What follows belongs to an exercise in optimizing a design on an open flow for a short achievable clock period and few clock cycles per item; a production flow would make more cautious choices. At most, simulation tests tie the RTL to the original design; equivalence was not proved. No functional check of the RTL was part of runs 2 and 3. Power figures rest on the tool's default switching activity, not on a simulated workload.

### design.v
`timescale 1ns/10ps
package rv32_pkg;
   typedef union packed {
      struct packed {
         logic [6:0] funct7;
         logic [4:0] rs2;
         logic [4:0] rs1;
         logic [2:0] funct3;
         logic [4:0] rd;
         logic [6:0] opcode;
      } r_fmt;
      struct packed {
         logic [11:0] imm_11_0;
         logic [4:0]  rs1;
         logic [2:0]  funct3;
         logic [4:0]  rd;
         logic [6:0]  opcode;
      } i_fmt;
      struct packed {
         logic [6:0] imm_11_5;
         logic [4:0] rs2;
         logic [4:0] rs1;
         logic [2:0] funct3;
         logic [4:0] imm_4_0;
         logic [6:0] opcode;
      } s_fmt;
      struct packed {
         logic       imm_12;
         logic [5:0] imm_10_5;
         logic [4:0] rs2;
         logic [4:0] rs1;
         logic [2:0] funct3;
         logic [3:0] imm_4_1;
         logic       imm_11;
         logic [6:0] opcode;
      } b_fmt;
      struct packed {
         logic [19:0] imm_31_12;
         logic [4:0]  rd;
         logic [6:0]  opcode;
      } u_fmt;
      struct packed {
         logic       imm_20;
         logic [9:0] imm_10_1;
         logic       imm_11;
         logic [7:0] imm_19_12;
         logic [4:0] rd;
         logic [6:0] opcode;
      } j_fmt;
   } rv32_instr_u;
endpackage
`timescale 1ns/10ps
module rv32_regfile (
   input  logic                     CLK,
   input  logic                     RST_N,
   input  logic                     we,
   input  logic [4:0]               rd_num,
   input  logic [32-1:0]    rd_data,
   input  logic [4:0]               rs1_num,
   input  logic [4:0]               rs2_num,
   output logic [32-1:0]    rs1_data,
   output logic [32-1:0]    rs2_data
);
   logic [32-1:0] regs [1:31];
   always_ff @(posedge CLK) begin
      if (!RST_N) begin
         for (int i = 1; i < 32; i++) regs[i] <= '0;
      end else if (we && (rd_num != 5'd0)) begin
         regs[rd_num] <= rd_data;
      end
   end
   assign rs1_data = (rs1_num == 5'd0) ? '0 : regs[rs1_num];
   assign rs2_data = (rs2_num == 5'd0) ? '0 : regs[rs2_num];
endmodule
`timescale 1ns/10ps
module rv32_core (
   input  logic                  CLK,
   input  logic                  RST_N,
   input  logic                  I_MEM_WAIT,
   output logic                  I_MEM_ENA,
   output logic [32-1:0] I_MEM_ADDR,
   input  logic [32-1:0] I_MEM_RDATA,
   input  logic                  D_MEM_WAIT,
   output logic                  D_MEM_ENA,
   output logic [3:0]            D_MEM_WSTB,
   output logic [32-1:0] D_MEM_ADDR,
   output logic [32-1:0] D_MEM_WDATA,
   input  logic [32-1:0] D_MEM_RDATA
);
   logic gstall;
   assign gstall = D_MEM_WAIT;
   logic [31:0] fpc;
   logic        ena_q;
   logic        f2_v;
   logic [63:0] f2_pc;
   logic [1:0]  sk_n;
   logic [31:0] sk0_i, sk1_i;
   logic [63:0] sk0_pc, sk1_pc;
   assign I_MEM_ENA  = ena_q;
   assign I_MEM_ADDR = fpc;
   logic f_acc;
   assign f_acc = ena_q & ~I_MEM_WAIT;
   logic        ex_redir;
   logic        id_redir;
   logic [31:0] id_tgt;
   logic        id_adv;       
   logic        take;         
   logic        flush_f;
   assign flush_f = ex_redir | id_redir;
   assign take    = id_adv & ((sk_n != 2'd0) | f2_v);
   logic [31:0] nxt_ir;
   logic [63:0] nxt_pc;
   assign nxt_ir = (sk_n != 2'd0) ? sk0_i  : I_MEM_RDATA;
   assign nxt_pc = (sk_n != 2'd0) ? sk0_pc : f2_pc;
   logic [1:0] sk_n_nx;
   logic       f2_v_nx;
   always_comb begin
      sk_n_nx = sk_n;
      if (flush_f) begin
         sk_n_nx = 2'd0;
      end else begin
         case (sk_n)
            2'd0: sk_n_nx = (f2_v & ~take) ? 2'd1 : 2'd0;
            2'd1: sk_n_nx = take ? {1'b0, f2_v} : (f2_v ? 2'd2 : 2'd1);
            default: sk_n_nx = take ? (f2_v ? 2'd2 : 2'd1) : 2'd2;
         endcase
      end
   end
   assign f2_v_nx = f_acc & ~flush_f;
   logic [31:0] fpc_seq, fpc_t, fpc_n, fpc_nx;
   logic        rt_g, rn_g;
   logic [31:0] tgt_t, tgt_n;
   logic        br_taken;
   always_comb begin
      if (id_redir)   fpc_seq = id_fix_t ? id_tgt : id_link;
      else if (f_acc) fpc_seq = bt_bp ? {bt_tgt, 2'b00} : fpc + 32'd4;
      else            fpc_seq = fpc;
      fpc_t  = rt_g ? tgt_t : fpc_seq;
      fpc_n  = rn_g ? tgt_n : fpc_seq;
      fpc_nx = br_taken ? fpc_t : fpc_n;
   end
   always_ff @(posedge CLK) begin
      if (!RST_N) begin
         fpc   <= 32'h0000_0000;
         ena_q <= 1'b1;
         f2_v  <= 1'b0;
         sk_n  <= 2'd0;
      end else begin
         fpc   <= fpc_nx;
         f2_v  <= f2_v_nx;
         sk_n  <= sk_n_nx;
         ena_q <= ({1'b0, sk_n_nx} + {2'b0, f2_v_nx}) <= 3'd1;
      end
   end
   always_ff @(posedge CLK) begin
      if (f_acc) f2_pc <= {bt_hit, bt_bp, bt_tgt, fpc};
      case (sk_n)
         2'd0: begin
            sk0_i <= I_MEM_RDATA; sk0_pc <= f2_pc;
         end
         2'd1: begin
            if (take) begin
               sk0_i <= I_MEM_RDATA; sk0_pc <= f2_pc;
            end else begin
               sk1_i <= I_MEM_RDATA; sk1_pc <= f2_pc;
            end
         end
         default: begin
            if (take) begin
               sk0_i <= sk1_i; sk0_pc <= sk1_pc;
               sk1_i <= I_MEM_RDATA; sk1_pc <= f2_pc;
            end
         end
      endcase
   end
   localparam int BT_N = 16;
   logic [BT_N-1:0] bt_v;
   logic [7:0]      bt_tag [0:BT_N-1];
   logic [29:0]     bt_tgtm [0:BT_N-1];
   logic [BT_N-1:0] bt_tk;
   logic            bt_bp;
   logic            bt_wtk;
   logic [3:0]      bt_ri;
   logic            bt_hit;
   logic [29:0]     bt_tgt;
   logic            bt_we;
   logic [3:0]      bt_wi;
   logic [7:0]      bt_wtag;
   logic [29:0]     bt_wtgt;
   assign bt_ri  = fpc[5:2];
   assign bt_hit = bt_v[bt_ri] & (bt_tag[bt_ri] == fpc[13:6]);
   assign bt_tgt = bt_tgtm[bt_ri];
   assign bt_bp  = bt_hit & bt_tk[bt_ri];
   always_ff @(posedge CLK) begin
      if (!RST_N) begin
         bt_v <= '0;
      end else if (bt_we) begin
         bt_v[bt_wi] <= 1'b1;
      end
   end
   always_ff @(posedge CLK) begin
      if (bt_we) begin
         bt_tag[bt_wi]  <= bt_wtag;
         bt_tgtm[bt_wi] <= bt_wtgt;
         bt_tk[bt_wi]   <= bt_wtk;
      end
   end
   logic        id_v;
   logic [31:0] ir;
   logic [31:0] id_pc;
   logic [31:0] id_timm;    
   logic        id_bp;
   logic        id_hit;
   logic [29:0] id_btgt;
   always_ff @(posedge CLK) begin
      if (!RST_N) begin
         id_v <= 1'b0;
      end else if (ex_redir | id_redir) begin
         id_v <= 1'b0;
      end else if (id_adv) begin
         id_v <= take;
      end
   end
   always_ff @(posedge CLK) begin
      if (take) begin
         ir      <= nxt_ir;
         id_timm <= (nxt_ir[3]) ?
                    {{11{nxt_ir[31]}}, nxt_ir[31], nxt_ir[19:12], nxt_ir[20], nxt_ir[30:21], 1'b0} :
                    {{19{nxt_ir[31]}}, nxt_ir[31], nxt_ir[7], nxt_ir[30:25], nxt_ir[11:8], 1'b0};
         id_pc   <= nxt_pc[31:0];
         id_btgt <= nxt_pc[61:32];
         id_bp   <= nxt_pc[62];
         id_hit  <= nxt_pc[63];
      end
   end
   logic [6:0] op;
   logic [4:0] rs1, rs2, rd;
   logic [2:0] f3;
   assign op  = ir[6:0];
   assign rd  = ir[11:7];
   assign f3  = ir[14:12];
   assign rs1 = ir[19:15];
   assign rs2 = ir[24:20];
   logic d_lui, d_auipc, d_jal, d_jalr, d_br, d_ld, d_st, d_opi, d_op;
   assign d_lui   = (op == 7'b0110111);
   assign d_auipc = (op == 7'b0010111);
   assign d_jal   = (op == 7'b1101111);
   assign d_jalr  = (op == 7'b1100111);
   assign d_br    = (op == 7'b1100011);
   assign d_ld    = (op == 7'b0000011);
   assign d_st    = (op == 7'b0100011);
   assign d_opi   = (op == 7'b0010011);
   assign d_op    = (op == 7'b0110011);
   logic d_wr, d_use1, d_use2;
   assign d_wr   = d_lui | d_auipc | d_jal | d_jalr | d_ld | d_opi | d_op;
   assign d_use1 = d_jalr | d_br | d_ld | d_st | d_opi | d_op;
   assign d_use2 = d_br | d_st | d_op;
   logic [4:0] rd_eff;
   assign rd_eff = d_wr ? rd : 5'd0;
   logic [31:0] imm_i, imm_s, imm_b, imm_u, imm_j, d_imm;
   assign imm_i = {{20{ir[31]}}, ir[31:20]};
   assign imm_s = {{20{ir[31]}}, ir[31:25], ir[11:7]};
   assign imm_b = {{19{ir[31]}}, ir[31], ir[7], ir[30:25], ir[11:8], 1'b0};
   assign imm_u = {ir[31:12], 12'b0};
   assign imm_j = {{11{ir[31]}}, ir[31], ir[19:12], ir[20], ir[30:21], 1'b0};
   always_comb begin
      if (d_lui | d_auipc) d_imm = imm_u;
      else if (d_st)       d_imm = imm_s;
      else                 d_imm = imm_i;
   end
   logic alt;
   assign alt = ir[30];
   logic s_add, s_sub, s_slt, s_sltu, s_xor, s_or, s_and, s_sll, s_srl, s_sra, s_link;
   always_comb begin
      s_add = 1'b0; s_sub = 1'b0; s_slt = 1'b0; s_sltu = 1'b0; s_xor = 1'b0;
      s_or = 1'b0; s_and = 1'b0; s_sll = 1'b0; s_srl = 1'b0; s_sra = 1'b0;
      s_link = d_jal | d_jalr;
      if (d_op | d_opi) begin
         case (f3)
            3'b000: begin
               s_sub = d_op & alt;
               s_add = ~(d_op & alt);
            end
            3'b001:  s_sll  = 1'b1;
            3'b010:  s_slt  = 1'b1;
            3'b011: s_sltu = 1'b1;
            3'b100:  s_xor  = 1'b1;
            3'b101:   begin s_sra = alt; s_srl = ~alt; end
            3'b110:   s_or   = 1'b1;
            default:       s_and  = 1'b1;
         endcase
      end else if (d_lui | d_auipc | d_ld | d_st) begin
         s_add = 1'b1;
      end
   end
   logic        pred_t;
   assign pred_t = d_jal | (d_br & (id_hit ? id_bp : ir[31]));
   assign id_tgt = id_pc + id_timm;
   logic        wb2_we;
   logic [4:0]  wb2_rd;
   logic [31:0] wb2_d;
   logic [31:0] rf1, rf2;
   rv32_regfile u_regfile (
      .CLK      (CLK),
      .RST_N    (RST_N),
      .we       (wb2_we),
      .rd_num   (wb2_rd),
      .rd_data  (wb2_d),
      .rs1_num  (rs1),
      .rs2_num  (rs2),
      .rs1_data (rf1),
      .rs2_data (rf2)
   );
   logic        ex_v;
   logic [4:0]  ex_rd;
   logic        ex_ld;
   logic [4:0]  m_rd;
   logic        m_ld;
   logic [31:0] m_res;
   logic [4:0]  w_rd;
   logic        w_ld;
   logic [31:0] w_res;
   logic [31:0] ld_val;
   logic rs1_nz, rs2_nz;
   assign rs1_nz = (rs1 != 5'd0);
   assign rs2_nz = (rs2 != 5'd0);
   logic h1_ex, h1_m, h1_w, h1_w2, h2_ex, h2_m, h2_w, h2_w2;
   assign h1_ex = rs1_nz & (ex_rd == rs1);
   assign h1_m  = rs1_nz & (m_rd  == rs1);
   assign h1_w  = rs1_nz & (w_rd  == rs1);
   assign h1_w2 = rs1_nz & (wb2_rd == rs1);
   assign h2_ex = rs2_nz & (ex_rd == rs2);
   assign h2_m  = rs2_nz & (m_rd  == rs2);
   assign h2_w  = rs2_nz & (w_rd  == rs2);
   assign h2_w2 = rs2_nz & (wb2_rd == rs2);
   logic id_stall;
   assign id_stall = id_v & ((d_use1 & ((h1_ex & ex_ld) | (h1_m & m_ld))) |
                             (d_use2 & ((h2_ex & ex_ld) | (h2_m & m_ld))));
   assign id_adv = ~gstall & ~id_stall;
   logic [31:0] v1r, v2r, v1, v2;
   always_comb begin
      if (h1_m)       v1r = m_res;
      else if (h1_w)  v1r = w_res;
      else if (h1_w2) v1r = wb2_d;
      else            v1r = rf1;
      if (h2_m)       v2r = m_res;
      else if (h2_w)  v2r = w_res;
      else if (h2_w2) v2r = wb2_d;
      else            v2r = rf2;
   end
   assign v1 = (~h1_m & h1_w & w_ld) ? ld_val : v1r;
   assign v2 = (~h2_m & h2_w & w_ld) ? ld_val : v2r;
   logic d_use_imm;
   assign d_use_imm = ~(d_op | d_br);
   logic fa_m, fb_m, fs_m;
   assign fa_m = d_use1 & h1_ex;
   assign fb_m = d_use2 & ~d_use_imm & h2_ex;
   assign fs_m = d_st & h2_ex;
   logic id_fix_t, id_fix_n;
   assign id_fix_t = pred_t & ~id_bp;      
   assign id_fix_n = ~pred_t & id_bp;      
   assign id_redir = id_v & id_adv & (id_fix_t | id_fix_n);
   logic [31:0] id_link;
   assign id_link = id_pc + 32'd4;
   logic [31:0] ex_a, ex_b, ex_opb, ex_btgt, ex_link;
   logic [11:0] ex_pcb;
   logic [31:0] ex_opbx;
   logic        ex_s_rr, ex_s_mr, ex_s_rm, ex_s_mm;
   logic        ex_fa_m, ex_fb_m, ex_fs_m;
   logic        ex_br, ex_jalr, ex_jal, ex_st, ex_pred, ex_tok, ex_bp;
   logic [29:0] ex_bpt;
   assign ex_tok = ~ex_bp | (ex_bpt == ex_btgt[31:2]);
   logic [2:0]  ex_f3;
   logic        ex_ceq, ex_clt, ex_cltu, ex_cinv;
   logic        ex_add, ex_sub, ex_slt, ex_sltu, ex_xor, ex_or, ex_and,
                ex_sll, ex_srl, ex_sra, ex_link_s;
   logic id_go;
   assign id_go = id_v & id_adv;
   logic       ex_kill, ex_vr, ex_ldr, ex_brr, ex_jalrr, ex_jalr_r, ex_str;
   logic [4:0] ex_rdr;
   always_ff @(posedge CLK) begin
      if (!RST_N) begin
         ex_kill   <= 1'b0;
         ex_vr     <= 1'b0;
         ex_rdr    <= 5'd0;
         ex_ldr    <= 1'b0;
         ex_brr    <= 1'b0;
         ex_jalrr  <= 1'b0;
         ex_jalr_r <= 1'b0;
         ex_str    <= 1'b0;
      end else if (!gstall) begin
         ex_kill   <= ex_redir;
         ex_vr     <= id_go;
         ex_rdr    <= id_go ? rd_eff : 5'd0;
         ex_ldr    <= id_go & d_ld;
         ex_brr    <= id_go & d_br;
         ex_jalrr  <= id_go & d_jalr;
         ex_jalr_r <= id_go & d_jal;
         ex_str    <= id_go & d_st;
      end
   end
   assign ex_v    = ex_vr & ~ex_kill;
   assign ex_rd   = ex_kill ? 5'd0 : ex_rdr;
   assign ex_ld   = ex_ldr & ~ex_kill;
   assign ex_br   = ex_brr & ~ex_kill;
   assign ex_jalr = ex_jalrr & ~ex_kill;
   assign ex_jal  = ex_jalr_r & ~ex_kill;
   assign ex_st   = ex_str & ~ex_kill;
   always_ff @(posedge CLK) begin
      if (!gstall) begin
         ex_a       <= d_auipc ? id_pc : (d_lui ? 32'd0 : v1);
         ex_b       <= v2;
         ex_opb     <= d_use_imm ? d_imm : v2;
         ex_opbx    <= d_use_imm ? d_imm : (s_sub ? ~v2 : v2);
         ex_s_rr    <= ~fa_m & ~fb_m;
         ex_s_mr    <=  fa_m & ~fb_m;
         ex_s_rm    <= ~fa_m &  fb_m;
         ex_s_mm    <=  fa_m &  fb_m;
         ex_btgt    <= id_tgt;
         ex_link    <= id_link;
         ex_pcb     <= id_pc[13:2];
         ex_bp      <= id_bp;
         ex_bpt     <= id_btgt;
         ex_fa_m    <= fa_m;
         ex_fb_m    <= fb_m;
         ex_fs_m    <= fs_m;
         ex_pred    <= pred_t;
         ex_f3      <= f3;
         ex_ceq     <= (f3[2:1] == 2'b00);
         ex_clt     <= (f3[2:1] == 2'b10);
         ex_cltu    <= (f3[2:1] == 2'b11);
         ex_cinv    <= f3[0];
         ex_add     <= s_add;
         ex_sub     <= s_sub;
         ex_slt     <= s_slt;
         ex_sltu    <= s_sltu;
         ex_xor     <= s_xor;
         ex_or      <= s_or;
         ex_and     <= s_and;
         ex_sll     <= s_sll;
         ex_srl     <= s_srl;
         ex_sra     <= s_sra;
         ex_link_s  <= s_link;
      end
   end
   logic [31:0] a, b, opb;
   assign a   = ex_fa_m ? m_res : ex_a;
   assign opb = ex_fb_m ? m_res : ex_opb;
   assign b   = ex_fs_m ? m_res : ex_b;      
   logic [31:0] subv, m_x;
   assign subv = {32{ex_sub}};
   assign m_x  = m_res ^ subv;
   logic [31:0] add_rr, add_mr, add_rm, add_mm, sum;
   assign add_rr = ex_a  + ex_opbx + {31'd0, ex_sub};
   assign add_mr = m_res + ex_opbx + {31'd0, ex_sub};
   assign add_rm = ex_a  + m_x     + {31'd0, ex_sub};
   assign add_mm = m_res + m_x     + {31'd0, ex_sub};
   assign sum = ({32{ex_s_rr}} & add_rr) | ({32{ex_s_mr}} & add_mr) |
                ({32{ex_s_rm}} & add_rm) | ({32{ex_s_mm}} & add_mm);
   logic eq_rr, eq_mr, eq_rm, lts_rr, lts_mr, lts_rm, ltu_rr, ltu_mr, ltu_rm;
   assign eq_rr  = (ex_a == ex_opb);
   assign eq_mr  = (m_res == ex_opb);
   assign eq_rm  = (ex_a == m_res);
   assign lts_rr = $signed(ex_a)  < $signed(ex_opb);
   assign lts_mr = $signed(m_res) < $signed(ex_opb);
   assign lts_rm = $signed(ex_a)  < $signed(m_res);
   assign ltu_rr = ex_a  < ex_opb;
   assign ltu_mr = m_res < ex_opb;
   assign ltu_rm = ex_a  < m_res;
   logic lt_s, lt_u, eq_v;
   assign eq_v = ex_s_mm | (ex_s_rr & eq_rr)  | (ex_s_mr & eq_mr)  | (ex_s_rm & eq_rm);
   assign lt_s = (ex_s_rr & lts_rr) | (ex_s_mr & lts_mr) | (ex_s_rm & lts_rm);
   assign lt_u = (ex_s_rr & ltu_rr) | (ex_s_mr & ltu_mr) | (ex_s_rm & ltu_rm);
   logic [4:0] shamt;
   assign shamt = opb[4:0];
   logic [31:0] sh_l, sh_r, sh_ra;
   assign sh_l  = a << shamt;
   assign sh_r  = a >> shamt;
   assign sh_ra = $signed(a) >>> shamt;
   logic [31:0] res;
   assign res = ({32{ex_add | ex_sub}} & sum)
              | ({32{ex_slt}}    & {31'd0, lt_s})
              | ({32{ex_sltu}}   & {31'd0, lt_u})
              | ({32{ex_xor}}    & (a ^ opb))
              | ({32{ex_or}}     & (a | opb))
              | ({32{ex_and}}    & (a & opb))
              | ({32{ex_sll}}    & sh_l)
              | ({32{ex_srl}}    & sh_r)
              | ({32{ex_sra}}    & sh_ra)
              | ({32{ex_link_s}} & ex_link);
   logic b_eq, b_lt, b_ltu, taken;
   assign b_eq  = eq_v;
   assign b_lt  = lt_s;
   assign b_ltu = lt_u;
   assign taken = ((ex_ceq & b_eq) | (ex_clt & b_lt) | (ex_cltu & b_ltu)) ^ ex_cinv;
   logic rt, rn;
   assign rt   = ex_jalr | (ex_br & ~ex_pred) | ((ex_jal | ex_br) & ~ex_tok);
   assign rn   = ex_jalr | (ex_br & ex_pred) | (ex_jal & ~ex_tok);
   assign rt_g = ~gstall & rt;
   assign rn_g = ~gstall & rn;
   assign br_taken = taken;
   assign ex_redir = taken ? rt_g : rn_g;
   assign bt_we   = ex_br | ex_jal;
   assign bt_wi   = ex_pcb[3:0];
   assign bt_wtag = ex_pcb[11:4];
   assign bt_wtgt = ex_btgt[31:2];
   assign bt_wtk  = ex_jal | taken;
   assign tgt_t = ex_jalr ? {sum[31:1], 1'b0} : ex_btgt;
   assign tgt_n = ex_jalr ? {sum[31:1], 1'b0} : (ex_br ? ex_link : ex_btgt);
   logic [31:0] st_data;
   logic [3:0]  st_strb;
   always_comb begin
      case (ex_f3[1:0])
         2'b00: begin
            st_data = {4{b[7:0]}};
            st_strb = 4'b0001 << sum[1:0];
         end
         2'b01: begin
            st_data = {2{b[15:0]}};
            st_strb = sum[1] ? 4'b1100 : 4'b0011;
         end
         default: begin
            st_data = b;
            st_strb = 4'b1111;
         end
      endcase
   end
   logic        m_dena;
   logic [3:0]  m_wstb;
   logic [31:0] m_wdata;
   logic [2:0]  m_f3;
   always_ff @(posedge CLK) begin
      if (!RST_N) begin
         m_dena <= 1'b0;
         m_wstb <= 4'b0000;
         m_rd   <= 5'd0;
         m_ld   <= 1'b0;
      end else if (!gstall) begin
         m_dena <= ex_ld | ex_st;
         m_wstb <= ex_st ? st_strb : 4'b0000;
         m_rd   <= ex_rd;
         m_ld   <= ex_ld;
      end
   end
   always_ff @(posedge CLK) begin
      if (!gstall) begin
         m_res   <= res;
         m_wdata <= st_data;
         m_f3    <= ex_f3;
      end
   end
   assign D_MEM_ENA   = m_dena;
   assign D_MEM_WSTB  = m_wstb;
   assign D_MEM_ADDR  = m_res;
   assign D_MEM_WDATA = m_wdata;
   logic [2:0] w_f3;
   logic [1:0] w_lane;
   always_ff @(posedge CLK) begin
      if (!RST_N) begin
         w_rd <= 5'd0;
         w_ld <= 1'b0;
      end else if (!gstall) begin
         w_rd <= m_rd;
         w_ld <= m_ld;
      end
   end
   always_ff @(posedge CLK) begin
      if (!gstall) begin
         w_res  <= m_res;
         w_f3   <= m_f3;
         w_lane <= m_res[1:0];
      end
   end
   logic [31:0] shifted;
   assign shifted = D_MEM_RDATA >> {w_lane, 3'b000};
   always_comb begin
      case (w_f3)
         3'b000:  ld_val = {{24{shifted[7]}}, shifted[7:0]};
         3'b100: ld_val = {24'b0, shifted[7:0]};
         3'b001:  ld_val = {{16{shifted[15]}}, shifted[15:0]};
         3'b101: ld_val = {16'b0, shifted[15:0]};
         default:      ld_val = D_MEM_RDATA;
      endcase
   end
   always_ff @(posedge CLK) begin
      if (!RST_N) begin
         wb2_rd <= 5'd0;
      end else if (!gstall) begin
         wb2_rd <= w_rd;
      end
   end
   always_ff @(posedge CLK) begin
      if (!gstall) begin
         wb2_d <= w_ld ? ld_val : w_res;
      end
   end
   assign wb2_we = (wb2_rd != 5'd0);
endmodule
### run.sh
#!/bin/bash
# synth_recipe.tcl (not shown) runs the flow's synth.tcl, then flattens the netlist and writes it again
# the make line also repeats each setting of config.mk as NAME=value (left out here)
make -C /OpenROAD-flow-scripts/flow DESIGN_CONFIG=/design/flow/config.mk WORK_HOME=/design/flow/orfs CLKGATE_MAP_FILE= SYNTH_SCRIPT=/design/flow/synth_recipe.tcl finish
### constraint.sdc
create_clock -name core_clock -period 9.0 [get_ports {CLK}]
set_input_delay 1.8000 -clock core_clock [delete_from_list [all_inputs] [get_ports {CLK}]]
set_output_delay 1.8000 -clock core_clock [all_outputs]
set_load 0.01 [all_outputs]
### config.mk
export PLATFORM = sky130hd
export DESIGN_NAME = rv32_core
export DESIGN_NICKNAME = rv32_core
export VERILOG_FILES = /design/flow/design.v
export SDC_FILE = /design/flow/constraint.sdc
export NUM_CORES = 4
export LEC_CHECK = 0
export CAP_MARGIN = 20
export CORE_MARGIN = 2
export CORE_UTILIZATION = 40
export SETUP_SLACK_MARGIN = 5
export SLEW_MARGIN = 20
==> results of run 1 <==
-- sequential cells by signal (all words and copies together) (netlist names), 64 cells and up, named ones only --
signal / cells
f2_pc: 64
sk0_pc: 64
bt_tgtm: 480
bt_tag: 128
sk1_pc: 64
u_regfile.regs: 1024
-- through the flow --
| stage | cells | hold WS [ps] | worst slack (ps) | cell area [sq um] | util [%] |
|---|---|---|---|---|---|
| 3_3_place_gp | 13970 | 400.7 | 3183 | 139900 | 42.36 |
| 5_1_grt | 14790 | 409.8 | 4845 | 154700 | 46.84 |
| 4_1_cts | 14670 | 395.3 | 4833 | 152300 | 46.12 |
| 3_5_place_dp | 13970 | 404.5 | 3119 | 139900 | 42.37 |
| 6_report | 14800 | 407.7 | 4899 | 154700 | 46.84 |
| 2_1_floorplan | 9927 | 400.3 | 718.5 | 133100 | - |
-- power by group --
group	switching (W)	total [W]	internal, W
sequential	0.000460	0.0138	0.0133
clock	0.00489	0.0115	0.00656
combinational	0.00383	0.00635	0.00251
-- layout by cell type (no fill, tap or decap), drive strengths merged, types with 188 or more instances in the layout --
master  netlist  final
a21oi       434    434
nor2        434    434
edfxtp     2406   2406
ha          314    314
inv         239    258
mux4        827    827
nand2       879    879
o21ai       403    403
and2       1016   1016
buf         173    570
clkbuf      590    352
xnor2       188    188
-- per-layer routing --
layer	GRT usage, %	wire length [um]
met1	37.76	189800
met2	46.40	234800
met3	5.321	47540
met4	13.58	27610
met5	0	66
-- worst paths after layout --
path,cells after the start,slack (ps),to,from
worst max-delay path,15,4900,fpc[23],ex_opb[28]
worst min-delay path,0,410,ex_bpt[11],id_btgt[11]
worst max register to register,15,4900,fpc[23],ex_opb[28]
worst min register to register,0,410,ex_bpt[11],id_btgt[11]
-- cell type report --
| type | count | area, sq um |
|---|---|---|
| Antenna cell | 11 | 27.53 |
| Timing Repair Buffer | 753 | 7779 |
| Fill cell | 28690 | 175600 |
| Tap cell | 4366 | 5463 |
| Multi-Input combinational cell | 6420 | 57280 |
| Clock inverter | 153 | 1409 |
| Inverter | 246 | 984.7 |
| Sequential cell | 2502 | 74230 |
| Clock buffer | 348 | 7523 |
| Timing Repair inverter | 1 | 8.758 |
-- kinds of logic (layout without fill, tap and decap cells) --
family,after synthesis,count (layout),share of synthesized area (%)
xor+xnor,298,298,1.972
fa+ha+maj,320,320,3.051
buf+inv,1009,1501,2.978
mux,1184,1184,16.90
compound gates,1621,1621,7.848
simple gates,2961,2965,11.36
other cells,1,43,0.002826
flops,2502,2502,55.89
-- what timing repair did --
item                       4_1_cts  5_1_grt
setup buffers                  185       96
setup endpoints to repair     1053      413
cloned                          16        4
resized for setup              300      251
pin swaps                       45       79
==> summary.md, run 1 <==
| Metric | Value |
|---|---|
| Status | no timing/DRC/antenna violations |
| TritonCTS Buffers | 282 |
| Post-CTS Hold Buffers | 0 |
| Mapped Cells | 9896 |
| WL per Instance | ~34 um |
| Top post-synthesis cells by count | edfxtp_1 (2406), and2_1 (1015), nand2_1 (879) |
| CTS tree | done |
| Drt total wl | 499900 um |
| Initial DRC count | about 12000 |
| CP dominant cell by count | buf_6 |
| Die width | around 580 um |
| Via density | 6.277 |
| Pre-Repair DR Iteration Count | 7 |
| Clock transition at the registers of the reported paths | ~60 ps |
| Slowest-stage cell, CP | inv_1 |
| Htree depth | 5 |
| Total power | ~0.032 W |
| Die height | 580.0 um |
| Pin count of the biggest net entering global routing | 180 |
| Crit Path Category | flop to flop |
| Clock skew | 52.70 ps |
| Slew @ Worst Pin | approximately 1200 ps |
| Largest area contributor in the netlist | edfxtp_1 |
| Final Cycle Share | 45.57% |
| RSZ-0062 raised after global routing | yes |
| Main synth FF type | edfxtp_1 |
| First-pass GRT wire length | 693000 um |
| CTS sink cnt | 2502 |
| Final HPWL DP | 320100 um |
| CP delay by family, top | compound AO/OA/AOI/OAI gates |
| Global route overflow | 0 |
| Area Growth Syn to Fin | 16.57% |
| Final hold vios | 0 |
| Yosys cell types | a little over 100 |
| Tmin final | 4101 ps |
| CP Data Required Time | around 9800 ps |
| I/O pin count | 170 |
| #FFs+latches synth | 2502 |
| Final setup violation count | 0 |
| WP buf/inv | 4 |
| Slew HR | 20.93% |
| Syn. warnings | 2 |
| Initial antenna violation count | 34 |
| Root buffer cell | clkbuf_16 |
| Die Area | 336400 sq um |
| Worst Path Max Fanout | 5 |
| Initial core utilization | 40.19% |
| Total vias in the final route | a little over 90000 |
| Crit path capture type | flop |
| Gr usage total | between 20% and 30% |
| Pleak | roughly 55 nW |
| Layout Nets | 10590 |
| Top-count cell post-synth | edfxtp_1 |
| Max incr delay on CP | 450 ps |
| Synthesized area per cell | around 13 sq um |
| Post-Route Setup TNS | 0 ps |
| DRC | 0 |
| Leading post-synthesis cells by cell area | edfxtp_1 (54%), mux4_2 (14%), and2_1 (4.8%) |
| Number of synthesized flops with an enable pin | between 2000 and 2500 |
| Worst-Skew Late Latency | roughly 900 ps |
| Final slew viol count | 0 |
| Cell Rows | 211 |
| Share of the synthesized area in the top cell type | 54.44% |
| Sequential area share after synthesis | approximately 56% |
| Max_cap viols | 0 |
| Routability cong. | approximately 0.98 |
| Vias in the first global route | approximately 90000 |
| Buffers on Ports | roughly 170 |
| Crit-path cells | inv_1, ha_1, nand4_1, and4b_1, a32oi_1, a21boi_1, a311oi_4, nand4_2, buf_6, buf_8, mux2i_4, buf_6, or2_4, a221o_1, a32o_1 |
| PwrDens | between 200 and 250 nW/um^2 |
| Mapped Area | approximately 130000 sq um |
| Core area | around 330000 sq um |
| Startpoint Class | flop |
| Post-route ant nets | 0 |
| HP Class | flop to flop |
| Critical Path AT | ~4900 ps |
| Max clock buf depth | 4 |
| Fraction of registers with async set/reset | 0% |
| Ratio of cells with drive above 1 in the final layout | between 20 and 25% |
| Worst vdd ir | around 0.15 mV |
| F_max | around 0.24 GHz |
Testbench counts, summed over its fixed seeds: cycles 132,465, instrs 110,014.
==> inputs of run 2 (changes only) <==
--- a/design.v
+++ b/design.v
@@ -209,5 +209,4 @@
    logic [31:0] ir;
    logic [31:0] id_pc;
-   logic [31:0] id_timm;    
    logic        id_bp;
    logic        id_hit;
@@ -224,8 +223,5 @@
    always_ff @(posedge CLK) begin
       if (take) begin
-         ir      <= nxt_ir;
-         id_timm <= (nxt_ir[3]) ?
-                    {{11{nxt_ir[31]}}, nxt_ir[31], nxt_ir[19:12], nxt_ir[20], nxt_ir[30:21], 1'b0} :
-                    {{19{nxt_ir[31]}}, nxt_ir[31], nxt_ir[7], nxt_ir[30:25], nxt_ir[11:8], 1'b0};
+         ir    <= nxt_ir;
          id_pc   <= nxt_pc[31:0];
          id_btgt <= nxt_pc[61:32];
@@ -296,5 +292,5 @@
    logic        pred_t;
    assign pred_t = d_jal | (d_br & (id_hit ? id_bp : ir[31]));
-   assign id_tgt = id_pc + id_timm;
+   assign id_tgt = id_pc + (d_jal ? imm_j : imm_b);
    logic        wb2_we;
    logic [4:0]  wb2_rd;
@@ -365,46 +361,31 @@
    logic [31:0] ex_a, ex_b, ex_opb, ex_btgt, ex_link;
    logic [11:0] ex_pcb;
-   logic [31:0] ex_opbx;
-   logic        ex_s_rr, ex_s_mr, ex_s_rm, ex_s_mm;
    logic        ex_fa_m, ex_fb_m, ex_fs_m;
-   logic        ex_br, ex_jalr, ex_jal, ex_st, ex_pred, ex_tok, ex_bp;
-   logic [29:0] ex_bpt;
-   assign ex_tok = ~ex_bp | (ex_bpt == ex_btgt[31:2]);
+   logic        ex_br, ex_jalr, ex_jal, ex_st, ex_pred, ex_tok;
    logic [2:0]  ex_f3;
    logic        ex_ceq, ex_clt, ex_cltu, ex_cinv;
    logic        ex_add, ex_sub, ex_slt, ex_sltu, ex_xor, ex_or, ex_and,
                 ex_sll, ex_srl, ex_sra, ex_link_s;
-   logic id_go;
-   assign id_go = id_v & id_adv;
-   logic       ex_kill, ex_vr, ex_ldr, ex_brr, ex_jalrr, ex_jalr_r, ex_str;
-   logic [4:0] ex_rdr;
+   logic id_go;    
+   assign id_go = id_v & id_adv & ~ex_redir;
    always_ff @(posedge CLK) begin
       if (!RST_N) begin
-         ex_kill   <= 1'b0;
-         ex_vr     <= 1'b0;
-         ex_rdr    <= 5'd0;
-         ex_ldr    <= 1'b0;
-         ex_brr    <= 1'b0;
-         ex_jalrr  <= 1'b0;
-         ex_jalr_r <= 1'b0;
-         ex_str    <= 1'b0;
+         ex_v  <= 1'b0;
+         ex_rd <= 5'd0;
+         ex_ld <= 1'b0;
+         ex_br <= 1'b0;
+         ex_jalr <= 1'b0;
+         ex_jal <= 1'b0;
+         ex_st <= 1'b0;
       end else if (!gstall) begin
-         ex_kill   <= ex_redir;
-         ex_vr     <= id_go;
-         ex_rdr    <= id_go ? rd_eff : 5'd0;
-         ex_ldr    <= id_go & d_ld;
-         ex_brr    <= id_go & d_br;
-         ex_jalrr  <= id_go & d_jalr;
-         ex_jalr_r <= id_go & d_jal;
-         ex_str    <= id_go & d_st;
+         ex_v    <= id_go;
+         ex_rd   <= id_go ? rd_eff : 5'd0;
+         ex_ld   <= id_go & d_ld;
+         ex_br   <= id_go & d_br;
+         ex_jalr <= id_go & d_jalr;
+         ex_jal  <= id_go & d_jal;
+         ex_st   <= id_go & d_st;
       end
    end
-   assign ex_v    = ex_vr & ~ex_kill;
-   assign ex_rd   = ex_kill ? 5'd0 : ex_rdr;
-   assign ex_ld   = ex_ldr & ~ex_kill;
-   assign ex_br   = ex_brr & ~ex_kill;
-   assign ex_jalr = ex_jalrr & ~ex_kill;
-   assign ex_jal  = ex_jalr_r & ~ex_kill;
-   assign ex_st   = ex_str & ~ex_kill;
    always_ff @(posedge CLK) begin
       if (!gstall) begin
@@ -412,14 +393,8 @@
          ex_b       <= v2;
          ex_opb     <= d_use_imm ? d_imm : v2;
-         ex_opbx    <= d_use_imm ? d_imm : (s_sub ? ~v2 : v2);
-         ex_s_rr    <= ~fa_m & ~fb_m;
-         ex_s_mr    <=  fa_m & ~fb_m;
-         ex_s_rm    <= ~fa_m &  fb_m;
-         ex_s_mm    <=  fa_m &  fb_m;
          ex_btgt    <= id_tgt;
          ex_link    <= id_link;
          ex_pcb     <= id_pc[13:2];
-         ex_bp      <= id_bp;
-         ex_bpt     <= id_btgt;
+         ex_tok     <= ~id_bp | (id_btgt == id_tgt[31:2]);
          ex_fa_m    <= fa_m;
          ex_fb_m    <= fb_m;
@@ -448,28 +423,10 @@
    assign opb = ex_fb_m ? m_res : ex_opb;
    assign b   = ex_fs_m ? m_res : ex_b;      
-   logic [31:0] subv, m_x;
-   assign subv = {32{ex_sub}};
-   assign m_x  = m_res ^ subv;
-   logic [31:0] add_rr, add_mr, add_rm, add_mm, sum;
-   assign add_rr = ex_a  + ex_opbx + {31'd0, ex_sub};
-   assign add_mr = m_res + ex_opbx + {31'd0, ex_sub};
-   assign add_rm = ex_a  + m_x     + {31'd0, ex_sub};
-   assign add_mm = m_res + m_x     + {31'd0, ex_sub};
-   assign sum = ({32{ex_s_rr}} & add_rr) | ({32{ex_s_mr}} & add_mr) |
-                ({32{ex_s_rm}} & add_rm) | ({32{ex_s_mm}} & add_mm);
-   logic eq_rr, eq_mr, eq_rm, lts_rr, lts_mr, lts_rm, ltu_rr, ltu_mr, ltu_rm;
-   assign eq_rr  = (ex_a == ex_opb);
-   assign eq_mr  = (m_res == ex_opb);
-   assign eq_rm  = (ex_a == m_res);
-   assign lts_rr = $signed(ex_a)  < $signed(ex_opb);
-   assign lts_mr = $signed(m_res) < $signed(ex_opb);
-   assign lts_rm = $signed(ex_a)  < $signed(m_res);
-   assign ltu_rr = ex_a  < ex_opb;
-   assign ltu_mr = m_res < ex_opb;
-   assign ltu_rm = ex_a  < m_res;
-   logic lt_s, lt_u, eq_v;
-   assign eq_v = ex_s_mm | (ex_s_rr & eq_rr)  | (ex_s_mr & eq_mr)  | (ex_s_rm & eq_rm);
-   assign lt_s = (ex_s_rr & lts_rr) | (ex_s_mr & lts_mr) | (ex_s_rm & lts_rm);
-   assign lt_u = (ex_s_rr & ltu_rr) | (ex_s_mr & ltu_mr) | (ex_s_rm & ltu_rm);
+   logic [31:0] sum, diff;
+   assign sum  = a + opb;
+   assign diff = a - opb;
+   logic lt_s, lt_u;
+   assign lt_s = $signed(a) < $signed(opb);
+   assign lt_u = a < opb;
    logic [4:0] shamt;
    assign shamt = opb[4:0];
@@ -479,5 +436,6 @@
    assign sh_ra = $signed(a) >>> shamt;
    logic [31:0] res;
-   assign res = ({32{ex_add | ex_sub}} & sum)
+   assign res = ({32{ex_add}}    & sum)
+              | ({32{ex_sub}}    & diff)
               | ({32{ex_slt}}    & {31'd0, lt_s})
               | ({32{ex_sltu}}   & {31'd0, lt_u})
@@ -490,5 +448,5 @@
               | ({32{ex_link_s}} & ex_link);
    logic b_eq, b_lt, b_ltu, taken;
-   assign b_eq  = eq_v;
+   assign b_eq  = (a == opb);
    assign b_lt  = lt_s;
    assign b_ltu = lt_u;
==> summary.md, run 2 <==
| Metric | Value |
|---|---|
| Status | no timing/DRC/antenna violations |
| Placed inst area | 130800 sq um (-6.5%) |
| Synthesized area per cell | 14.38 sq um (+7.2%) |
| Flop-to-flop setup slack | 4670 ps (-230 ps) |
| GR Util met3 | 7.317% (+2.0 points) |
| Vias in the first global route | 81890 (-9.3%) |
| Post-CTS Hold Buffers | 0 (unchanged) |
| Hold EP | m_f3[2] |
| Mux cell area share after synthesis | 19.57% (+2.7 points) |
| Final instance area | 146100 sq um (-5.5%) |
| Top post-synthesis cells by count | edfxtp_1 (2327), and2_1 (1015), mux4_2 (810) |
| RSZ-0062 raised after global routing | yes |
| Layout Nets | 9132 (-14%) |
| Max_cap viols | 0 (unchanged) |
| Core Util, Final | 47.36% (+0.51 points) |
| Reg-to-reg critical path endpoint | fpc[6] |
| Slew @ Worst Pin | 1201 ps (+14.93 ps) |
| Final Hold Slack | 416.8 ps (+9.159 ps) |
| Hold-critical path depth | 0 (unchanged) |
| Layout filler cell count | 26230 (-8.6%) |
| Slew HR | 17.86% (-3.1 points) |
| I/O pin count | 170 (unchanged) |
| Tmin final | 4331 ps (+229.8 ps) |
| Pleak | 50.23 nW (-8.1%) |
| WL per Instance | 35.51 um (+5.1%) |
| Top reg by flops | u_regfile.regs |
| Fraction of registers with async set/reset | 0% (unchanged) |
| Slowest-stage cell, CP | or4_4 |
| Grt met2 use | 43.02% (-3.4 points) |
| Initial core utilization | 40.16% (about the same) |
| Main combinational cell family by area after synthesis | multiplexers |
| Crit path capture type | flop |
| Yosys cell types | 105 (+4.0%) |
| Worst reg2reg path depth | 14 (-1) |
| Top-count cell post-synth | edfxtp_1 |
| Max incr delay on CP | 590 ps (+140 ps) |
| Area Growth Syn to Fin | 17.92% |
| CTS tree | done |
| Hold Crit Start | ex_f3[2] |
| Die height | 560.6 um (-3.3%) |
| Post-route ant nets | 0 (unchanged) |
| Mapped Cells | 8620 (-13%) |
| PwrDens | 205.3 nW/um^2 (+0.50%) |
| Cell Rows | 204 (-3.3%) |
| Largest area contributor in the netlist | edfxtp_1 |
| Crit path from | ex_fb_m |
| Leading cell type in the layout, fill and taps excluded | edfxtp_1 |
| HP Class | flop to flop |
| Worst vdd ir | 0.1365 mV (-6.6%) |
| Reg2reg start | ex_fb_m |
| Final Cycle Share | 48.12% (+2.6 points) |
| First-pass GRT wire length | 650500 um (-6.1%) |
| Worst-Skew Late Latency | 920 ps (about the same) |
| Mapped Area | 123900 sq um (-6.6%) |
| Startpoint Class | flop |
| Syn. warnings | 2 (unchanged) |
| Final setup violation count | 0 (unchanged) |
| Htree depth | 5 (unchanged) |
| Post-Route Setup TNS | 0 ps (unchanged) |
| Synth Area in XOR/XNOR | 1.275% (-0.70 points) |
| Number of synthesized flops with an enable pin | 2327 (-3.3%) |
| Share of the synthesized area in the top cell type | 56.39% (+1.9 points) |
| Die width | 560.6 um (-3.3%) |
| Clock skew | 59.38 ps (+6.682 ps) |
| Critical Path AT | 5050 ps (+160 ps) |
| Max clock buf depth | 4 (unchanged) |
| Post-Synth Adder-Cell Area | 1.452% (-1.6 points) |
| WP buf/inv | 4 (unchanged) |
| CP dominant cell by count | buf_12 |
| Root buffer cell | clkbuf_16 |
| Total power | 0.02999 W (-5.1%) |
| Via density | 6.356 (+1.3%) |
| Sequential area share after synthesis | 57.92% (+2.0 points) |
| Core area | 308600 sq um (-6.6%) |
| Most Crowded Layer GR | met2 |
| Routability cong. | 0.9870 (+0.91%) |
| Main synth FF type | edfxtp_1 |
| #FFs+latches synth | 2422 (-3.2%) |
| Final slew viol count | 0 (unchanged) |
| Total vias in the final route | 84340 (-9.2%) |
| Leading post-synthesis cells by cell area | edfxtp_1 (56%), mux4_2 (15%), and2_1 (5.1%) |
| CTS sink cnt | 2422 (-3.2%) |
| Global route overflow | 0 (unchanged) |
| Largest registers | u_regfile.regs: 1024 flops, bt_tgtm: 480 flops, bt_tag: 128 flops |
| Initial antenna violation count | 48 (+41%) |
| CP Data Required Time | 9720 ps (-70 ps) |
| Crit-path cells | buf_12, mux2i_4, buf_12, buf_6, ha_2, or4_4, nor4_4, nand2b_4, o22ai_4, buf_12, mux2_4, o21a_4, a222oi_1, a21oi_1 |
| Gr usage total | 29.29% (+0.46 points) |
| CP delay by family, top | simple AND/OR/NAND/NOR gates |
| Buffers on Ports | 169 (unchanged) |
| Initial DRC count | 12940 (+5.4%) |
| Ratio of cells with drive above 1 in the final layout | 27.72% (+4.6 points) |
| Most frequent cells in the layout | edfxtp_1 (2327), and2_1 (1010), mux4_2 (810) |
| Compound-cell area share of the yosys netlist | 6.989% (-0.86 points) |
| Clock transition at the registers of the reported paths | 70 ps (about the same) |
| Final hold vios | 0 (unchanged) |
| DRC | 0 (unchanged) |
| TritonCTS Buffers | 269 (-4.6%) |
| F_max | 0.2309 GHz (-5.3%) |
| Pre-Repair DR Iteration Count | 8 (+1) |
| Final HPWL DP | 290500 um (-9.3%) |
| Max reg flops | 1024 (unchanged) |
| Worst Path Max Fanout | 12 (+7) |
| Crit Path Category | flop to flop |
| Post-Synth Simple-Gate Area | 10.02% (-1.3 points) |
| Pin count of the biggest net entering global routing | 80 (-56%) |
| Met1 usage | 40.71% (+3.0 points) |
| Drt total wl | 471200 um (-5.7%) |
| Die Area | 314300 sq um (-6.6%) |
run 2: cell count changes after synthesis, sizes merged, moves of 87 or more:
cell   change
inv       -87
ha       -175
nand2    -463
mux2i     +92
mux2      +90
a21oi    -133
run 2: layout make-up:
cell class | count | area [sq um] | area share (%)
diodes | 16 | 40.04 | 0.02740
multi-input cells | 5357 | 52150 | 35.69
well taps | 4120 | 5155 | 3.528
clock inverters | 144 | 1455 | 0.9958
clock buffers | 338 | 7213 | 4.936
inverters | 157 | 620.6 | 0.4247
flip-flops and latches | 2422 | 71840 | 49.16
repair inverters | 1 | 7.507 | 0.005137
repair buffers | 714 | 7655 | 5.238
run 2: kinds of logic (layout without fill, tap and decap cells):
family	after synthesis	after routing
simple gates	2335	2337
flops	2422	2422
mux	1359	1360
fa+ha+maj	142	142
buf+inv	876	1354
xor+xnor	174	174
compound gates	1311	1312
other cells	1	48
run 2: routing by layer:
| layer | vias up | wire length (um) |
|---|---|---|
| met5 | - | 106 |
| met4 | 14 | 26380 |
| met3 | 968 | 54350 |
| met2 | 5615 | 204000 |
| met1 | 43700 | 186300 |
| li1 | 34050 | - |
run 2: worst max path at each step:
| stage | cells after the start | to |
|---|---|---|
| 2_1_floorplan | 11 | ena_q |
| 3_3_place_gp | 17 | ex_rd[1] |
| 3_5_place_dp | 17 | ex_rd[4] |
| 4_1_cts | 17 | m_res[28] |
| 5_1_grt | 17 | m_res[28] |
| 6_report | 14 | fpc[6] |
run 2: repair_timing:
action / in CTS / in global routing
pin swaps: 133 / 101
cloned: 31 / 2
endpoints found under the setup margin: 1189 / 583
resized for setup: 562 / 191
setup buffers: 203 / 52
run 2: power by group:
part | internal [W] | total (W) | switching (W) | leakage (nW)
Sequential | 0.0129 | 0.0134 | 0.000484 | 23.4
Clock | 0.00640 | 0.0111 | 0.00469 | 4.24
Combinational | 0.00217 | 0.00551 | 0.00334 | 22.6
Total | 0.0215 | 0.0300 | 0.00852 | 50.2
run 2: stage by stage:
step	worst slack [ps]	std cells
after global routing	4638	13260
final	4669	13270
after global placement	2750	12480
after detailed placement	2596	12480
after floorplan	-1599	8651
after CTS	4695	13190
==> inputs of run 3 (changes only) <==
--- a/design.v
+++ b/design.v
@@ -93,8 +93,7 @@
    logic        ena_q;
    logic        f2_v;
-   logic [63:0] f2_pc;
+   logic [31:0] f2_pc;
    logic [1:0]  sk_n;
-   logic [31:0] sk0_i, sk1_i;
-   logic [63:0] sk0_pc, sk1_pc;
+   logic [31:0] sk0_i, sk1_i, sk0_pc, sk1_pc;
    assign I_MEM_ENA  = ena_q;
    assign I_MEM_ADDR = fpc;
@@ -102,4 +101,5 @@
    assign f_acc = ena_q & ~I_MEM_WAIT;
    logic        ex_redir;
+   logic [31:0] ex_tgt;
    logic        id_redir;
    logic [31:0] id_tgt;
@@ -109,6 +109,5 @@
    assign flush_f = ex_redir | id_redir;
    assign take    = id_adv & ((sk_n != 2'd0) | f2_v);
-   logic [31:0] nxt_ir;
-   logic [63:0] nxt_pc;
+   logic [31:0] nxt_ir, nxt_pc;
    assign nxt_ir = (sk_n != 2'd0) ? sk0_i  : I_MEM_RDATA;
    assign nxt_pc = (sk_n != 2'd0) ? sk0_pc : f2_pc;
@@ -128,16 +127,4 @@
    end
    assign f2_v_nx = f_acc & ~flush_f;
-   logic [31:0] fpc_seq, fpc_t, fpc_n, fpc_nx;
-   logic        rt_g, rn_g;
-   logic [31:0] tgt_t, tgt_n;
-   logic        br_taken;
-   always_comb begin
-      if (id_redir)   fpc_seq = id_fix_t ? id_tgt : id_link;
-      else if (f_acc) fpc_seq = bt_bp ? {bt_tgt, 2'b00} : fpc + 32'd4;
-      else            fpc_seq = fpc;
-      fpc_t  = rt_g ? tgt_t : fpc_seq;
-      fpc_n  = rn_g ? tgt_n : fpc_seq;
-      fpc_nx = br_taken ? fpc_t : fpc_n;
-   end
    always_ff @(posedge CLK) begin
       if (!RST_N) begin
@@ -147,5 +134,7 @@
          sk_n  <= 2'd0;
       end else begin
-         fpc   <= fpc_nx;
+         if (ex_redir)      fpc <= ex_tgt;
+         else if (id_redir) fpc <= id_tgt;
+         else if (f_acc)    fpc <= fpc + 32'd4;
          f2_v  <= f2_v_nx;
          sk_n  <= sk_n_nx;
@@ -154,5 +143,5 @@
    end
    always_ff @(posedge CLK) begin
-      if (f_acc) f2_pc <= {bt_hit, bt_bp, bt_tgt, fpc};
+      if (f_acc) f2_pc <= fpc;
       case (sk_n)
          2'd0: begin
@@ -174,42 +163,7 @@
       endcase
    end
-   localparam int BT_N = 16;
-   logic [BT_N-1:0] bt_v;
-   logic [7:0]      bt_tag [0:BT_N-1];
-   logic [29:0]     bt_tgtm [0:BT_N-1];
-   logic [BT_N-1:0] bt_tk;
-   logic            bt_bp;
-   logic            bt_wtk;
-   logic [3:0]      bt_ri;
-   logic            bt_hit;
-   logic [29:0]     bt_tgt;
-   logic            bt_we;
-   logic [3:0]      bt_wi;
-   logic [7:0]      bt_wtag;
-   logic [29:0]     bt_wtgt;
-   assign bt_ri  = fpc[5:2];
-   assign bt_hit = bt_v[bt_ri] & (bt_tag[bt_ri] == fpc[13:6]);
-   assign bt_tgt = bt_tgtm[bt_ri];
-   assign bt_bp  = bt_hit & bt_tk[bt_ri];
-   always_ff @(posedge CLK) begin
-      if (!RST_N) begin
-         bt_v <= '0;
-      end else if (bt_we) begin
-         bt_v[bt_wi] <= 1'b1;
-      end
-   end
-   always_ff @(posedge CLK) begin
-      if (bt_we) begin
-         bt_tag[bt_wi]  <= bt_wtag;
-         bt_tgtm[bt_wi] <= bt_wtgt;
-         bt_tk[bt_wi]   <= bt_wtk;
-      end
-   end
    logic        id_v;
    logic [31:0] ir;
    logic [31:0] id_pc;
-   logic        id_bp;
-   logic        id_hit;
-   logic [29:0] id_btgt;
    always_ff @(posedge CLK) begin
       if (!RST_N) begin
@@ -224,8 +178,5 @@
       if (take) begin
          ir    <= nxt_ir;
-         id_pc   <= nxt_pc[31:0];
-         id_btgt <= nxt_pc[61:32];
-         id_bp   <= nxt_pc[62];
-         id_hit  <= nxt_pc[63];
+         id_pc <= nxt_pc;
       end
    end
@@ -291,5 +242,5 @@
    end
    logic        pred_t;
-   assign pred_t = d_jal | (d_br & (id_hit ? id_bp : ir[31]));
+   assign pred_t = d_jal | (d_br & ir[31]);
    assign id_tgt = id_pc + (d_jal ? imm_j : imm_b);
    logic        wb2_we;
@@ -317,5 +268,4 @@
    logic        w_ld;
    logic [31:0] w_res;
-   logic [31:0] ld_val;
    logic rs1_nz, rs2_nz;
    assign rs1_nz = (rs1 != 5'd0);
@@ -334,35 +284,25 @@
                              (d_use2 & ((h2_ex & ex_ld) | (h2_m & m_ld))));
    assign id_adv = ~gstall & ~id_stall;
-   logic [31:0] v1r, v2r, v1, v2;
+   logic [31:0] v1, v2;
    always_comb begin
-      if (h1_m)       v1r = m_res;
-      else if (h1_w)  v1r = w_res;
-      else if (h1_w2) v1r = wb2_d;
-      else            v1r = rf1;
-      if (h2_m)       v2r = m_res;
-      else if (h2_w)  v2r = w_res;
-      else if (h2_w2) v2r = wb2_d;
-      else            v2r = rf2;
-   end
-   assign v1 = (~h1_m & h1_w & w_ld) ? ld_val : v1r;
-   assign v2 = (~h2_m & h2_w & w_ld) ? ld_val : v2r;
-   logic d_use_imm;
-   assign d_use_imm = ~(d_op | d_br);
-   logic fa_m, fb_m, fs_m;
-   assign fa_m = d_use1 & h1_ex;
-   assign fb_m = d_use2 & ~d_use_imm & h2_ex;
-   assign fs_m = d_st & h2_ex;
-   logic id_fix_t, id_fix_n;
-   assign id_fix_t = pred_t & ~id_bp;      
-   assign id_fix_n = ~pred_t & id_bp;      
-   assign id_redir = id_v & id_adv & (id_fix_t | id_fix_n);
-   logic [31:0] id_link;
-   assign id_link = id_pc + 32'd4;
-   logic [31:0] ex_a, ex_b, ex_opb, ex_btgt, ex_link;
-   logic [11:0] ex_pcb;
-   logic        ex_fa_m, ex_fb_m, ex_fs_m;
-   logic        ex_br, ex_jalr, ex_jal, ex_st, ex_pred, ex_tok;
+      if (h1_m)       v1 = m_res;
+      else if (h1_w)  v1 = w_res;
+      else if (h1_w2) v1 = wb2_d;
+      else            v1 = rf1;
+      if (h2_m)       v2 = m_res;
+      else if (h2_w)  v2 = w_res;
+      else if (h2_w2) v2 = wb2_d;
+      else            v2 = rf2;
+   end
+   logic fa_m, fa_w2, fb_m, fb_w2;
+   assign fa_m  = d_use1 & h1_ex;
+   assign fa_w2 = d_use1 & ~h1_ex & ~h1_m & h1_w & w_ld;
+   assign fb_m  = d_use2 & h2_ex;
+   assign fb_w2 = d_use2 & ~h2_ex & ~h2_m & h2_w & w_ld;
+   assign id_redir = id_v & id_adv & pred_t & ~ex_redir;
+   logic [31:0] ex_a, ex_b, ex_imm, ex_btgt, ex_link;
+   logic        ex_fa_m, ex_fa_w2, ex_fb_m, ex_fb_w2;
+   logic        ex_use_imm, ex_br, ex_jalr, ex_st, ex_pred;
    logic [2:0]  ex_f3;
-   logic        ex_ceq, ex_clt, ex_cltu, ex_cinv;
    logic        ex_add, ex_sub, ex_slt, ex_sltu, ex_xor, ex_or, ex_and,
                 ex_sll, ex_srl, ex_sra, ex_link_s;
@@ -376,5 +316,4 @@
          ex_br <= 1'b0;
          ex_jalr <= 1'b0;
-         ex_jal <= 1'b0;
          ex_st <= 1'b0;
       end else if (!gstall) begin
@@ -384,5 +323,4 @@
          ex_br   <= id_go & d_br;
          ex_jalr <= id_go & d_jalr;
-         ex_jal  <= id_go & d_jal;
          ex_st   <= id_go & d_st;
       end
@@ -392,18 +330,14 @@
          ex_a       <= d_auipc ? id_pc : (d_lui ? 32'd0 : v1);
          ex_b       <= v2;
-         ex_opb     <= d_use_imm ? d_imm : v2;
+         ex_imm     <= d_imm;
          ex_btgt    <= id_tgt;
-         ex_link    <= id_link;
-         ex_pcb     <= id_pc[13:2];
-         ex_tok     <= ~id_bp | (id_btgt == id_tgt[31:2]);
+         ex_link    <= id_pc + 32'd4;
          ex_fa_m    <= fa_m;
+         ex_fa_w2   <= fa_w2;
          ex_fb_m    <= fb_m;
-         ex_fs_m    <= fs_m;
+         ex_fb_w2   <= fb_w2;
+         ex_use_imm <= ~d_op;
          ex_pred    <= pred_t;
          ex_f3      <= f3;
-         ex_ceq     <= (f3[2:1] == 2'b00);
-         ex_clt     <= (f3[2:1] == 2'b10);
-         ex_cltu    <= (f3[2:1] == 2'b11);
-         ex_cinv    <= f3[0];
          ex_add     <= s_add;
          ex_sub     <= s_sub;
@@ -420,7 +354,7 @@
    end
    logic [31:0] a, b, opb;
-   assign a   = ex_fa_m ? m_res : ex_a;
-   assign opb = ex_fb_m ? m_res : ex_opb;
-   assign b   = ex_fs_m ? m_res : ex_b;      
+   assign a   = ex_fa_m ? m_res : (ex_fa_w2 ? wb2_d : ex_a);
+   assign b   = ex_fb_m ? m_res : (ex_fb_w2 ? wb2_d : ex_b);
+   assign opb = ex_use_imm ? ex_imm : b;
    logic [31:0] sum, diff;
    assign sum  = a + opb;
@@ -448,22 +382,20 @@
               | ({32{ex_link_s}} & ex_link);
    logic b_eq, b_lt, b_ltu, taken;
-   assign b_eq  = (a == opb);
-   assign b_lt  = lt_s;
-   assign b_ltu = lt_u;
-   assign taken = ((ex_ceq & b_eq) | (ex_clt & b_lt) | (ex_cltu & b_ltu)) ^ ex_cinv;
-   logic rt, rn;
-   assign rt   = ex_jalr | (ex_br & ~ex_pred) | ((ex_jal | ex_br) & ~ex_tok);
-   assign rn   = ex_jalr | (ex_br & ex_pred) | (ex_jal & ~ex_tok);
-   assign rt_g = ~gstall & rt;
-   assign rn_g = ~gstall & rn;
-   assign br_taken = taken;
-   assign ex_redir = taken ? rt_g : rn_g;
-   assign bt_we   = ex_br | ex_jal;
-   assign bt_wi   = ex_pcb[3:0];
-   assign bt_wtag = ex_pcb[11:4];
-   assign bt_wtgt = ex_btgt[31:2];
-   assign bt_wtk  = ex_jal | taken;
-   assign tgt_t = ex_jalr ? {sum[31:1], 1'b0} : ex_btgt;
-   assign tgt_n = ex_jalr ? {sum[31:1], 1'b0} : (ex_br ? ex_link : ex_btgt);
+   assign b_eq  = (a == b);
+   assign b_lt  = $signed(a) < $signed(b);
+   assign b_ltu = a < b;
+   always_comb begin
+      case (ex_f3)
+         3'b000:  taken = b_eq;
+         3'b001:  taken = ~b_eq;
+         3'b100:  taken = b_lt;
+         3'b101:  taken = ~b_lt;
+         3'b110: taken = b_ltu;
+         3'b111: taken = ~b_ltu;
+         default:       taken = 1'b0;
+      endcase
+   end
+   assign ex_redir = ~gstall & ((ex_br & (taken != ex_pred)) | ex_jalr);
+   assign ex_tgt   = ex_jalr ? {sum[31:1], 1'b0} : (taken ? ex_btgt : ex_link);
    logic [31:0] st_data;
    logic [3:0]  st_strb;
@@ -530,5 +462,5 @@
       end
    end
-   logic [31:0] shifted;
+   logic [31:0] shifted, ld_val;
    assign shifted = D_MEM_RDATA >> {w_lane, 3'b000};
    always_comb begin
==> summary.md, run 3 <==
| Metric | Value |
|---|---|
| Layout Nets | 7690 (-16%) |
| Global route overflow | 0 (unchanged) |
| Post-CTS Hold Buffers | 0 (unchanged) |
| Critical path capture point | fpc[30] |
| Mapped Area | 93840 sq um (-24%) |
| Cell Rows | 177 (-13%) |
| Worst-Skew Late Latency | 860 ps (-60 ps) |
| Flop-to-flop setup slack | 4270 ps (-400 ps) |
| CTS tree | done |
| Syn. warnings | 2 (unchanged) |
| Initial core utilization | 40.28% (+0.12 points) |
| Drt total wl | 372500 um (-21%) |
| Worst reg2reg path depth | 19 (+5) |
| Leading cell type in the layout, fill and taps excluded | edfxtp_1 |
| RSZ-0062 raised after global routing | yes |
| Gr usage total | 30.68% (+1.4 points) |
| Final instance area | 111800 sq um (-23%) |
| CP Data Required Time | 9760 ps (+40 ps) |
| Worst Path Max Fanout | 7 (-5) |
| Initial DRC count | 11080 (-14%) |
| Buffers on Ports | 169 (unchanged) |
| Slew @ Worst Pin | 1360 ps (+159.5 ps) |
| Final setup violation count | 0 (unchanged) |
| Final hold vios | 0 (unchanged) |
| Die width | 488.4 um (-13%) |
| Die height | 488.4 um (-13%) |
| Clock skew | 86.27 ps (+26.88 ps) |
| HP Class | flop to flop |
| Placed inst area | 99270 sq um (-24%) |
| Final slew viol count | 0 (unchanged) |
| DRC | 0 (unchanged) |
| Routability cong. | 1.011 (+2.4%) |
| Final Cycle Share | 52.61% (+4.5 points) |
| Number of synthesized flops with an enable pin | 1561 (-33%) |
| Crit path from | ex_fb_w2 |
| Htree depth | 4 (-1) |
| Critical Path AT | 5490 ps (+440 ps) |
| Worst vdd ir | 0.2266 mV (+66%) |
| Fraction of registers with async set/reset | 0% (unchanged) |
| Hold Crit Start | m_f3[1] |
| Area Growth Syn to Fin | 19.14% |
| Post-route ant nets | 0 (unchanged) |
| Post-Layout Cell Count | 10750 (-19%) |
| Pleak | 39.82 nW (-21%) |
| WL per Instance | 34.64 um (-2.4%) |
| Initial antenna violation count | 38 (-21%) |
| Share of the synthesized area in the top cell type | 49.95% (-6.4 points) |
| Slew HR | 8.342% (-9.5 points) |
| Layout filler cell count | 20340 (-22%) |
| Top-count cell post-synth | edfxtp_1 |
| Total vias in the final route | 68840 (-18%) |
| Most frequent cells in the layout | edfxtp_1 (1561), and2_1 (1005), mux4_2 (647) |
| Top post-synthesis cells by count | edfxtp_1 (1561), and2_1 (1006), mux4_2 (646) |
| Root buffer cell | clkbuf_16 |
| Crit path capture type | flop |
| Crit Path Category | flop to flop |
| PwrDens | 189.0 nW/um^2 (-7.9%) |
| Yosys cell types | 107 (+1.9%) |
| F_max | 0.2112 GHz (-8.5%) |
| Synthesized area per cell | 13.10 sq um (-8.9%) |
| Ratio of cells with drive above 1 in the final layout | 28.78% (+1.1 points) |
| Sequential area share after synthesis | 51.61% (-6.3 points) |
| Core area | 233000 sq um (-25%) |
| Max clock buf depth | 3 (-1) |
| #FFs+latches synth | 1639 (-32%) |
| Final HPWL DP | 233600 um (-20%) |
| I/O pin count | 170 (unchanged) |
| Max reg flops | 1024 (unchanged) |
| Post-Route Setup TNS | 0 ps (unchanged) |
| Reg2reg start | ex_fb_w2 |
| Pre-Repair DR Iteration Count | 6 (-2) |
| Leading post-synthesis cells by cell area | edfxtp_1 (50%), mux4_2 (16%), and2_1 (6.7%) |
| Reg-to-reg critical path endpoint | fpc[30] |
| Startpoint Class | flop |
| Via density | 6.403 (+0.73%) |
| Tmin final | 4735 ps (+403.8 ps) |
| Top reg by flops | u_regfile.regs |
| Largest area contributor in the netlist | edfxtp_1 |
| Vias in the first global route | 66640 (-19%) |
| Mapped Cells | 7166 (-17%) |
| Status | no timing/DRC/antenna violations |
| Max_cap viols | 0 (unchanged) |
| TritonCTS Buffers | 184 (-32%) |
| Main synth FF type | edfxtp_1 |
| CTS sink cnt | 1639 (-32%) |
| Clock transition at the registers of the reported paths | 60 ps (about the same) |
| Post-placement cell count | 10050 (-19%) |
| First-pass GRT wire length | 516700 um (-21%) |
| Die Area | 238500 sq um (-24%) |
| Pin count of the biggest net entering global routing | 138 (+73%) |
-- run 3: layer usage --
layer	share of wire, %	track usage [%]	routed length (um)
met5	0.079	0	293
met4	4.0	10.97	14910
met3	13	8.389	47090
met2	42	43.06	156100
met1	41	45.25	154100
-- run 3: cells by family (layout without fill, tap and decap cells) --
kind of cell | after synthesis | after routing | synth area share [%]
muxes | 1090 | 1090 | 20.67
xor gates and xnor gates | 144 | 144 | 1.344
other | 1 | 43 | 0.003996
AOI/OAI and AO/OA | 1201 | 1201 | 8.420
DFF | 1639 | 1639 | 51.61
buffers and inverters | 766 | 1174 | 3.203
and+or+nand+nor | 2155 | 2159 | 12.46
adders and majority gates | 170 | 170 | 2.291
-- run 3: final cells by class --
cell class	instances	area, sq um	share of cell area [%]
clock buffer	232	4947	4.425
inverter	131	526.8	0.4711
sequential	1639	48480	43.36
tap	3132	3919	3.505
multi-input combinational	4796	45970	41.11
clock inverter	111	1033	0.9244
antenna	11	27.53	0.02462
timing repair buffer	700	6907	6.177
-- run 3: worst min-delay path by stage --
stage          cells after the start       to
2_1_floorplan                      0  w_f3[0]
3_3_place_gp                       0  w_f3[0]
5_1_grt                            0  w_f3[1]
4_1_cts                            0  w_f3[1]
6_report                           0  w_f3[1]
3_5_place_dp                       0  w_f3[1]
-- run 3: timing repair --
action	4_1_cts	5_1_grt
pin swaps	132	85
setup buffers	252	71
setup endpoints to repair	322	250
cloned	17	3
resized for setup	541	142
-- run 3: power by group --
part | internal (W) | leakage [nW] | switching (W)
clock network | 0.00421 | 2.91 | 0.00336
logic | 0.00184 | 20.6 | 0.00262
registers | 0.00877 | 16.3 | 0.000333
-- run 3: metrics by stage --
| step | utilization (%) | total power, W | worst slack [ps] | hold WS [ps] |
|---|---|---|---|---|
| CTS | 47.35 | 0.02089 | 4267 | 425.3 |
| finish | 47.99 | 0.02113 | 4265 | 427.3 |
| detailed placement | 42.61 | 0.01288 | 2355 | 407.9 |
| global route | 47.98 | 0.02165 | 4154 | 440.6 |
| floorplan | - | 0.01134 | 1148 | 400.3 |
| global placement | 42.58 | 0.01286 | 1793 | 405.9 |
-- run 3: critical path, stage by stage, from the launching register on --
cell	delay (ps)
edfxtp_1	450
buf_12	190
mux2_4	330
o211a_4	260
nor2_4	110
buf_12	150
inv_16	40
ha_4	160
fa_2	390
a211oi_2	220
nor2_2	70
o41a_1	510
a41o_4	380
a2111oi_4	360
buf_4	190
o31ai_4	90
and3_4	220
o21ai_4	140
nand3_2	100
a311oi_2	260

==> port drivers added, routing unchanged <==
The results above use ideal ports. As a check the final layouts listed here were re-extracted and re-timed, cells and wires unchanged.
Step 1: set_driving_cell puts a clkbuf_16 on CLK and a buf_2 on each other input, an assumption about the parent block.
Step 2 moves the port delays by t, midway between the first and last clock arrival at a register: inputs arrive t later, outputs are due t later. That takes back most of the time a late clock gives input paths.
Three values: no drivers, after step 1, after step 2; two values: the first two.
| run | t (ns) | setup slack, ns | worst hold slack (ns) |
|---|---|---|---|
| run 1 | 0.980 | 4.899 / 4.838 / 4.016 | 0.408 / 0.408 / 0.408 |
| run 2 | 0.990 | 4.669 / 4.669 / 3.961 | 0.417 / 0.417 / 0.417 |
| run 3 | 0.915 | 4.265 / 4.265 / 3.752 | 0.427 / 0.427 / 0.427 |
After both steps setup and hold are still met in every run listed. For run 1, which loses most, drivers alone change the setup slack by -0.061 ns; drivers and shift together by -0.883 ns.
